This is an optimization exercise on Yosys and OpenROAD, whose aim is small area and a short achievable clock period, not a production implementation.
In this exercise RTL edits were held to simulation tests only and were not proved equivalent to the original.

`run.sh`:
```
#!/bin/bash
# synth_recipe.tcl (not shown) runs the flow's synth.tcl, then flattens the netlist and writes it again
# the make line also repeats each setting of config.mk as NAME=value (left out here)
make -C /OpenROAD-flow-scripts/flow DESIGN_CONFIG=/design/flow/config.mk WORK_HOME=/design/flow/orfs CLKGATE_MAP_FILE= SYNTH_SCRIPT=/design/flow/synth_recipe.tcl finish
```
`config.mk`:
```
export PLATFORM = sky130hd
export DESIGN_NAME = twiddle_mult
export DESIGN_NICKNAME = twiddle_mult
export VERILOG_FILES = /design/flow/design.v
export SDC_FILE = /design/flow/constraint.sdc
export NUM_CORES = 4
export LEC_CHECK = 0
export CAP_MARGIN = 20
export CORE_MARGIN = 2
export CORE_UTILIZATION = 40
export SLEW_MARGIN = 20
```
`constraint.sdc`:
```
create_clock -name core_clock -period 8.0 [get_ports {clk}]
set_input_delay 1.6000 -clock core_clock [delete_from_list [all_inputs] [get_ports {clk}]]
set_output_delay 1.6000 -clock core_clock [all_outputs]
set_load 0.01 [all_outputs]
```
`design.v`:
```
package fft_twiddle_pkg;
    localparam int TW_W       = 12;
    localparam int TW_FRAC    = 10;                 
    localparam int TW_NUM     = 32;
    localparam int TW_IDX_W   = $clog2(TW_NUM);
    localparam int CNT_W      = 8;
    localparam int STAGE_LEN  = 32;                 
    localparam int NUM_STAGES = 5;                  
    typedef logic [CNT_W-1:0]        cnt_t;
    typedef logic [TW_IDX_W-1:0]     tw_idx_t;
    typedef logic signed [TW_W-1:0]  tw_coef_t;
endpackage
import fft_twiddle_pkg::*;
module twiddle_gen
#(
    parameter int START_CNT = 64
) (
    input  logic     clk,
    input  logic     rst_n,
    input  logic [CNT_W-1:0]       cnt,
    output logic signed [TW_W-1:0] coef_re,
    output logic signed [TW_W-1:0] coef_im
);
    localparam int OFS_W     = CNT_W + 2;
    localparam int GRP_SHIFT = $clog2(STAGE_LEN);
    localparam logic signed [OFS_W-1:0] START_OFS = OFS_W'(START_CNT);
    localparam logic signed [OFS_W-1:0] WIN_END   = OFS_W'(STAGE_LEN * NUM_STAGES);
    logic signed [OFS_W-1:0]        offset;
    logic                           in_window;
    logic [CNT_W-1:0]               ofs_u;
    logic [CNT_W-GRP_SHIFT-1:0]     stage_grp;
    logic [GRP_SHIFT-1:0]           stage_pos;
    logic [TW_IDX_W-1:0]  tw_idx;
    assign offset    = $signed({2'b00, cnt}) - START_OFS;
    assign in_window = !offset[OFS_W-1] && (offset < WIN_END);
    assign ofs_u     = offset[CNT_W-1:0];
    assign stage_grp = ofs_u[CNT_W-1:GRP_SHIFT];    
    assign stage_pos = ofs_u[GRP_SHIFT-1:0];        
    always_comb begin
        if (in_window) begin
            tw_idx = stage_pos << stage_grp;
        end else begin
            tw_idx = '0;                            
        end
    end
    logic signed [TW_W-1:0] tab_re;
    logic signed [TW_W-1:0] tab_im;
    always_comb begin
        case (tw_idx)
            5'd0 : begin tab_re = 12'sd1024 ; tab_im = 12'sd0    ; end
            5'd1 : begin tab_re = 12'sd1019 ; tab_im = -12'sd101 ; end
            5'd2 : begin tab_re = 12'sd1004 ; tab_im = -12'sd200 ; end
            5'd3 : begin tab_re = 12'sd979  ; tab_im = -12'sd298 ; end
            5'd4 : begin tab_re = 12'sd946  ; tab_im = -12'sd392 ; end
            5'd5 : begin tab_re = 12'sd903  ; tab_im = -12'sd483 ; end
            5'd6 : begin tab_re = 12'sd851  ; tab_im = -12'sd569 ; end
            5'd7 : begin tab_re = 12'sd791  ; tab_im = -12'sd650 ; end
            5'd8 : begin tab_re = 12'sd724  ; tab_im = -12'sd725 ; end
            5'd9 : begin tab_re = 12'sd649  ; tab_im = -12'sd792 ; end
            5'd10: begin tab_re = 12'sd568  ; tab_im = -12'sd852 ; end
            5'd11: begin tab_re = 12'sd482  ; tab_im = -12'sd904 ; end
            5'd12: begin tab_re = 12'sd391  ; tab_im = -12'sd947 ; end
            5'd13: begin tab_re = 12'sd297  ; tab_im = -12'sd980 ; end
            5'd14: begin tab_re = 12'sd199  ; tab_im = -12'sd1005; end
            5'd15: begin tab_re = 12'sd100  ; tab_im = -12'sd1020; end
            5'd16: begin tab_re = 12'sd0    ; tab_im = -12'sd1024; end
            5'd17: begin tab_re = -12'sd101 ; tab_im = -12'sd1020; end
            5'd18: begin tab_re = -12'sd200 ; tab_im = -12'sd1005; end
            5'd19: begin tab_re = -12'sd298 ; tab_im = -12'sd980 ; end
            5'd20: begin tab_re = -12'sd392 ; tab_im = -12'sd947 ; end
            5'd21: begin tab_re = -12'sd483 ; tab_im = -12'sd904 ; end
            5'd22: begin tab_re = -12'sd569 ; tab_im = -12'sd852 ; end
            5'd23: begin tab_re = -12'sd650 ; tab_im = -12'sd792 ; end
            5'd24: begin tab_re = -12'sd725 ; tab_im = -12'sd725 ; end
            5'd25: begin tab_re = -12'sd792 ; tab_im = -12'sd650 ; end
            5'd26: begin tab_re = -12'sd852 ; tab_im = -12'sd569 ; end
            5'd27: begin tab_re = -12'sd904 ; tab_im = -12'sd483 ; end
            5'd28: begin tab_re = -12'sd947 ; tab_im = -12'sd392 ; end
            5'd29: begin tab_re = -12'sd980 ; tab_im = -12'sd298 ; end
            5'd30: begin tab_re = -12'sd1005; tab_im = -12'sd200 ; end
            5'd31: begin tab_re = -12'sd1020; tab_im = -12'sd101 ; end
            default: begin tab_re = 12'sd0; tab_im = 12'sd0; end
        endcase
    end
    always_ff @(posedge clk) begin
        if (!rst_n) begin
            coef_re <= 12'sd1024;
            coef_im <= 12'sd0;
        end else begin
            coef_re <= tab_re;
            coef_im <= tab_im;
        end
    end
endmodule
import fft_twiddle_pkg::*;
module cmplx_mult_scale
#(
    parameter int DATA_W = 32
) (
    input  logic              clk,
    input  logic              rst_n,
    input  logic [DATA_W-1:0] data_in,
    input  logic signed [TW_W-1:0] coef_re,
    input  logic signed [TW_W-1:0] coef_im,
    output logic [DATA_W-1:0] data_out
);
    localparam int HALF_W = DATA_W / 2;
    localparam int PROD_W = HALF_W + TW_W;          
    localparam int SUM_W  = PROD_W + 1;             
    logic signed [HALF_W-1:0] in_re;
    logic signed [HALF_W-1:0] in_im;
    logic signed [PROD_W-1:0] p_rr;
    logic signed [PROD_W-1:0] p_ii;
    logic signed [PROD_W-1:0] p_ri;
    logic signed [PROD_W-1:0] p_ir;
    logic signed [SUM_W-1:0]  sum_re;
    logic signed [SUM_W-1:0]  sum_im;
    logic signed [HALF_W-1:0] out_re;
    logic signed [HALF_W-1:0] out_im;
    assign in_re = data_in[DATA_W-1:HALF_W];        
    assign in_im = data_in[HALF_W-1:0];
    assign p_rr = PROD_W'(in_re) * PROD_W'(coef_re);
    assign p_ii = PROD_W'(in_im) * PROD_W'(coef_im);
    assign p_ri = PROD_W'(in_re) * PROD_W'(coef_im);
    assign p_ir = PROD_W'(in_im) * PROD_W'(coef_re);
    assign sum_re = $signed({p_rr[PROD_W-1], p_rr}) - $signed({p_ii[PROD_W-1], p_ii});
    assign sum_im = $signed({p_ri[PROD_W-1], p_ri}) + $signed({p_ir[PROD_W-1], p_ir});
    assign out_re = sum_re[TW_FRAC+HALF_W-1:TW_FRAC];
    assign out_im = sum_im[TW_FRAC+HALF_W-1:TW_FRAC];
    always_ff @(posedge clk) begin
        if (!rst_n) begin
            data_out <= '0;
        end else begin
            data_out <= {out_re, out_im};
        end
    end
endmodule
import fft_twiddle_pkg::*;
module twiddle_mult
#(
    parameter int DATA_W    = 32,
    parameter int START_CNT = 64
) (
    input  logic              clk,
    input  logic              rst_n,
    input  logic [CNT_W-1:0]       cnt,
    input  logic [DATA_W-1:0] data_in,
    output logic [DATA_W-1:0] data_out
);
    logic signed [TW_W-1:0] coef_re;
    logic signed [TW_W-1:0] coef_im;
    twiddle_gen #(
        .START_CNT (START_CNT)
    ) i_twiddle_gen (
        .clk     (clk),
        .rst_n   (rst_n),
        .cnt     (cnt),
        .coef_re (coef_re),
        .coef_im (coef_im)
    );
    cmplx_mult_scale #(
        .DATA_W (DATA_W)
    ) i_cmplx_mult_scale (
        .clk      (clk),
        .rst_n    (rst_n),
        .data_in  (data_in),
        .coef_re  (coef_re),
        .coef_im  (coef_im),
        .data_out (data_out)
    );
endmodule
```
==> run notes <==
[logic make-up (layout without fill, tap and decap cells)]
group,count (synthesis),after routing,synth area share
buf+inv,972,1105,0.128
simple gates,907,907,0.157
flops,55,55,0.0383
fa+ha+maj,955,955,0.612
xor+xnor,78,78,0.0238
other cells,0,1,0
compound gates,148,148,0.0360
mux,11,11,0.00435
[synthesized netlist by cell type (4+ instances only)]
cell type	count	area [µm²]
sky130_fd_sc_hd__nor2_1	60	225
sky130_fd_sc_hd__a211oi_1	15	113
sky130_fd_sc_hd__nand2_1	401	1510
sky130_fd_sc_hd__xor2_1	15	131
sky130_fd_sc_hd__o21a_1	12	90.1
sky130_fd_sc_hd__fa_1	752	15100
sky130_fd_sc_hd__nand4_1	4	25.0
sky130_fd_sc_hd__nand2b_1	34	213
sky130_fd_sc_hd__o21ai_0	29	145
sky130_fd_sc_hd__and2_1	334	2090
sky130_fd_sc_hd__dfxtp_1	55	1100
sky130_fd_sc_hd__a21oi_1	38	190
sky130_fd_sc_hd__mux2i_1	8	80.1
sky130_fd_sc_hd__a21o_1	9	67.6
sky130_fd_sc_hd__xnor2_1	63	552
sky130_fd_sc_hd__clkbuf_1	141	529
sky130_fd_sc_hd__nor3_1	16	80.1
sky130_fd_sc_hd__inv_1	815	3060
sky130_fd_sc_hd__o211ai_1	4	30.0
sky130_fd_sc_hd__buf_1	5	18.8
sky130_fd_sc_hd__o22ai_1	5	31.3
sky130_fd_sc_hd__nor2b_1	33	206
sky130_fd_sc_hd__nand3_1	8	40.0
sky130_fd_sc_hd__buf_2	9	45.0
sky130_fd_sc_hd__ha_1	203	2540
[state kept, by name, indices dropped and copies added, names as in the netlist]
signal                       cells
i_twiddle_gen.coef_im           11
i_cmplx_mult_scale.data_out     32
i_twiddle_gen.coef_re           12
[per-stage QoR]
step	area, µm²	utilization	setup slack [ps]	setup TNS [ps]	hold WS, ps
after floorplan	28700	-	474	0	842
after global placement	31900	0.448	-279	-2730	1240
after detailed placement	31900	0.448	-347	-3310	1270
after CTS	32100	0.451	39.2	0	1280
after global routing	32500	0.457	-28.2	-34.4	1390
final	32500	0.457	200	0	1280
[worst max-delay path: stages]
cell and delay, ps:
sky130_fd_sc_hd__clkdlybuf4s50_1 470, sky130_fd_sc_hd__buf_6 160, sky130_fd_sc_hd__buf_12 130, sky130_fd_sc_hd__nand2_1 70
sky130_fd_sc_hd__fa_1 510, sky130_fd_sc_hd__fa_1 540, sky130_fd_sc_hd__inv_1 50, sky130_fd_sc_hd__fa_1 480
sky130_fd_sc_hd__fa_1 580, sky130_fd_sc_hd__fa_1 540, sky130_fd_sc_hd__fa_1 500, sky130_fd_sc_hd__inv_1 50
sky130_fd_sc_hd__fa_1 470, sky130_fd_sc_hd__inv_1 40, sky130_fd_sc_hd__ha_1 320, sky130_fd_sc_hd__a21o_1 170
sky130_fd_sc_hd__a21o_1 170, sky130_fd_sc_hd__a21oi_1 140, sky130_fd_sc_hd__buf_4 150, sky130_fd_sc_hd__nand2_2 70
sky130_fd_sc_hd__o211ai_4 280, sky130_fd_sc_hd__o21ai_4 110, sky130_fd_sc_hd__a2111o_1 370, sky130_fd_sc_hd__o21ai_1 80
[area by class of cell]
cell class,count,area share
multi-input combinational,2099,0.741
inverter,815,0.0941
timing repair buffer,282,0.0888
tap,950,0.0365
sequential,55,0.0342
clock buffer,5,0.00385
clock inverter,3,0.00104
antenna,1,0.0000769
[layer usage]
metal | global-route usage | up-vias | wire, µm
met2 | 0.350 | 546 | 35100
met4 | 0.0515 | 2 | 2020
met5 | 0 | - | 13
li1 | - | 9179 | -
met3 | 0.0168 | 90 | 3920
met1 | 0.279 | 10300 | 30400
[how the worst min path moves through the flow]
stage / start / end / slack (ps) / cells after the start
2_1_floorplan: i_twiddle_gen.coef_re[0]$_SDFF_PN0_ / i_cmplx_mult_scale.data_out[0]$_SDFF_PN0_ / 840 / 5
3_3_place_gp: i_twiddle_gen.coef_im[10]$_SDFF_PN0_ / i_cmplx_mult_scale.data_out[15]$_SDFF_PN0_ / 1240 / 5
3_5_place_dp: i_twiddle_gen.coef_im[10]$_SDFF_PN0_ / i_cmplx_mult_scale.data_out[15]$_SDFF_PN0_ / 1270 / 5
4_1_cts: i_twiddle_gen.coef_im[10]$_SDFF_PN0_ / i_cmplx_mult_scale.data_out[15]$_SDFF_PN0_ / 1280 / 5
5_1_grt: i_twiddle_gen.coef_im[10]$_SDFF_PN0_ / i_cmplx_mult_scale.data_out[15]$_SDFF_PN0_ / 1390 / 5
6_report: i_twiddle_gen.coef_im[10]$_SDFF_PN0_ / i_cmplx_mult_scale.data_out[15]$_SDFF_PN0_ / 1280 / 5
[timing repair]
item,CTS,global route
cloned,0,5
pin swaps,0,53
setup buffers,0,9
endpoints found under the hold margin,0,0
setup endpoints to repair,1,15
resized for setup,1,50
==> impl_metrics.ini <==
[status]
outcome = no timing/DRC/antenna violations

[synthesis]
yosysSeqAreaShare = 0.0383
postSynthRegisterBits = 55
synth.cell_area_um2 = 28700
synthesis.yosys.warnings = 2
mappedNetlistNets = 4123
netlist_instances = 3126
synth.lib_cells_used.distinct = 65
number_of_flops_mapped_to_enable_cells_by_yosys = 0
synth_top_flop_cell = sky130_fd_sc_hd__dfxtp_1
syn_area_per_cell_um2 = 9.19
synth_async_sr_flop_share = 0

[critical_path]
worst-endpoint-arrival_ps = 8060
critical_path.reg2reg.startpoint = i_twiddle_gen.coef_re[3]$_SDFF_PN0_
setup.worst_path.class = input port to flip-flop
timing.critical_path.to = i_cmplx_mult_scale.data_out[15]$_SDFF_PN0_
rr_endpoint = i_cmplx_mult_scale.data_out[13]$_SDFF_PN0_
critical_path_peak_fanout = 9
crit_path_start_kind = input port
startpoint = data_in[20]
worst-r2r-cell-count = 23
worst_ep_required_time_ps = 8260
reg2reg_setup_slack_ps = 920
cp-end-kind = flip-flop

[cells_and_area]
multi_input_comb_area_um2 = 24100
finalNonFillerCells = 4210
seqCellArea_um2 = 1110
most-common-layout-cells = sky130_fd_sc_hd__inv_1, sky130_fd_sc_hd__fa_1, sky130_fd_sc_hd__nand2_1
flow.area_growth_from_synthesis_pct = 13.2
design.final.nets = 4255
mostFrequentLayoutCell = sky130_fd_sc_hd__inv_1
final_layout_size_suffix_gt1_frac = 0.0835
fillerInstances = 6887

[cts]
clock_sinks = 55
clock_root_cell = sky130_fd_sc_hd__clkbuf_16
clock_tree_from_tritoncts = built
clock_path_buffers = 2
worstSkewPairLatency_ps = 340
tritoncts.num_buffers = 5
cts_max_level = 2
cts_hold_buf = 0
clk_pin_slew_worst_paths_ps = 80

[place]
place_inst = 4187
dp_hpwl_um = 58200
port-buffer-count = 73
routabilityCongestion = 0.843

[min_path]
hold_class = flip-flop to flip-flop

[die]
chipWidth_um = 272
die_h_um = 272
initial_utilization = 0.403
design.core.area_um2 = 71200
placement_rows = 98
io-pin-count = 74
die_area_um2 = 74000

[global_routing]
grt.total_usage = 0.204
antenna_found_initial = 2
global_route.overflow_total = 0
grt_max_degree = 48
first_global_vias = 21700
grt_first_pass_wirelength_um = 118000

[timing]
tightestPinTransition_ps = 1030
finalCritPeriodShare = 0.975
slew_viol_final = 0
slew_headroom = 0.316
min_period_ps = 7800
maxClockFrequency_mhz = 128
final-setup-viol-count = 0
finalHoldViolations = 0
worst_clock_skew_ps = 17.2
setup_repair_after_global_routing_missed_its_margin = true

[routing]
drt-pass1-iter-count = 6
num_vias = 20100
total_detailed_routing_wirelength_um = 71400
drtIter0Drc = 1130
drc_errors = 0
routedWlPerCell_um = 17.0
via_per_inst = 4.78
antenna_violating_nets_post_route = 0

[run]
maxCapViolations = 0

## separate check: timing with driven ports
How much do the figures lean on ideal ports? The routed layout below was timed once more, with nothing changed but the port constraints.
Step 1 sets driving cells, clkbuf_16 on the clock port and buf_2 on the other inputs (assumed; they add their load-dependent delay and slew).
Step 2, shift: input delay + t, output delay - t, t = (earliest + latest rising clock arrival at the registers) / 2. This alone moves slack from input paths to output paths.
Three values: ideal ports, drivers, drivers and shift; two values: the first two.
t (ns): 0.387
setup slack, ns: 0.200 / 0.234 / -0.153
hold WS [ns]: 1.285 / 1.285 / 1.285
With both steps, setup timing fails in this run, where it was met with ideal ports. For this run, drivers alone change the setup slack by +0.034 ns; drivers and shift together by -0.353 ns.
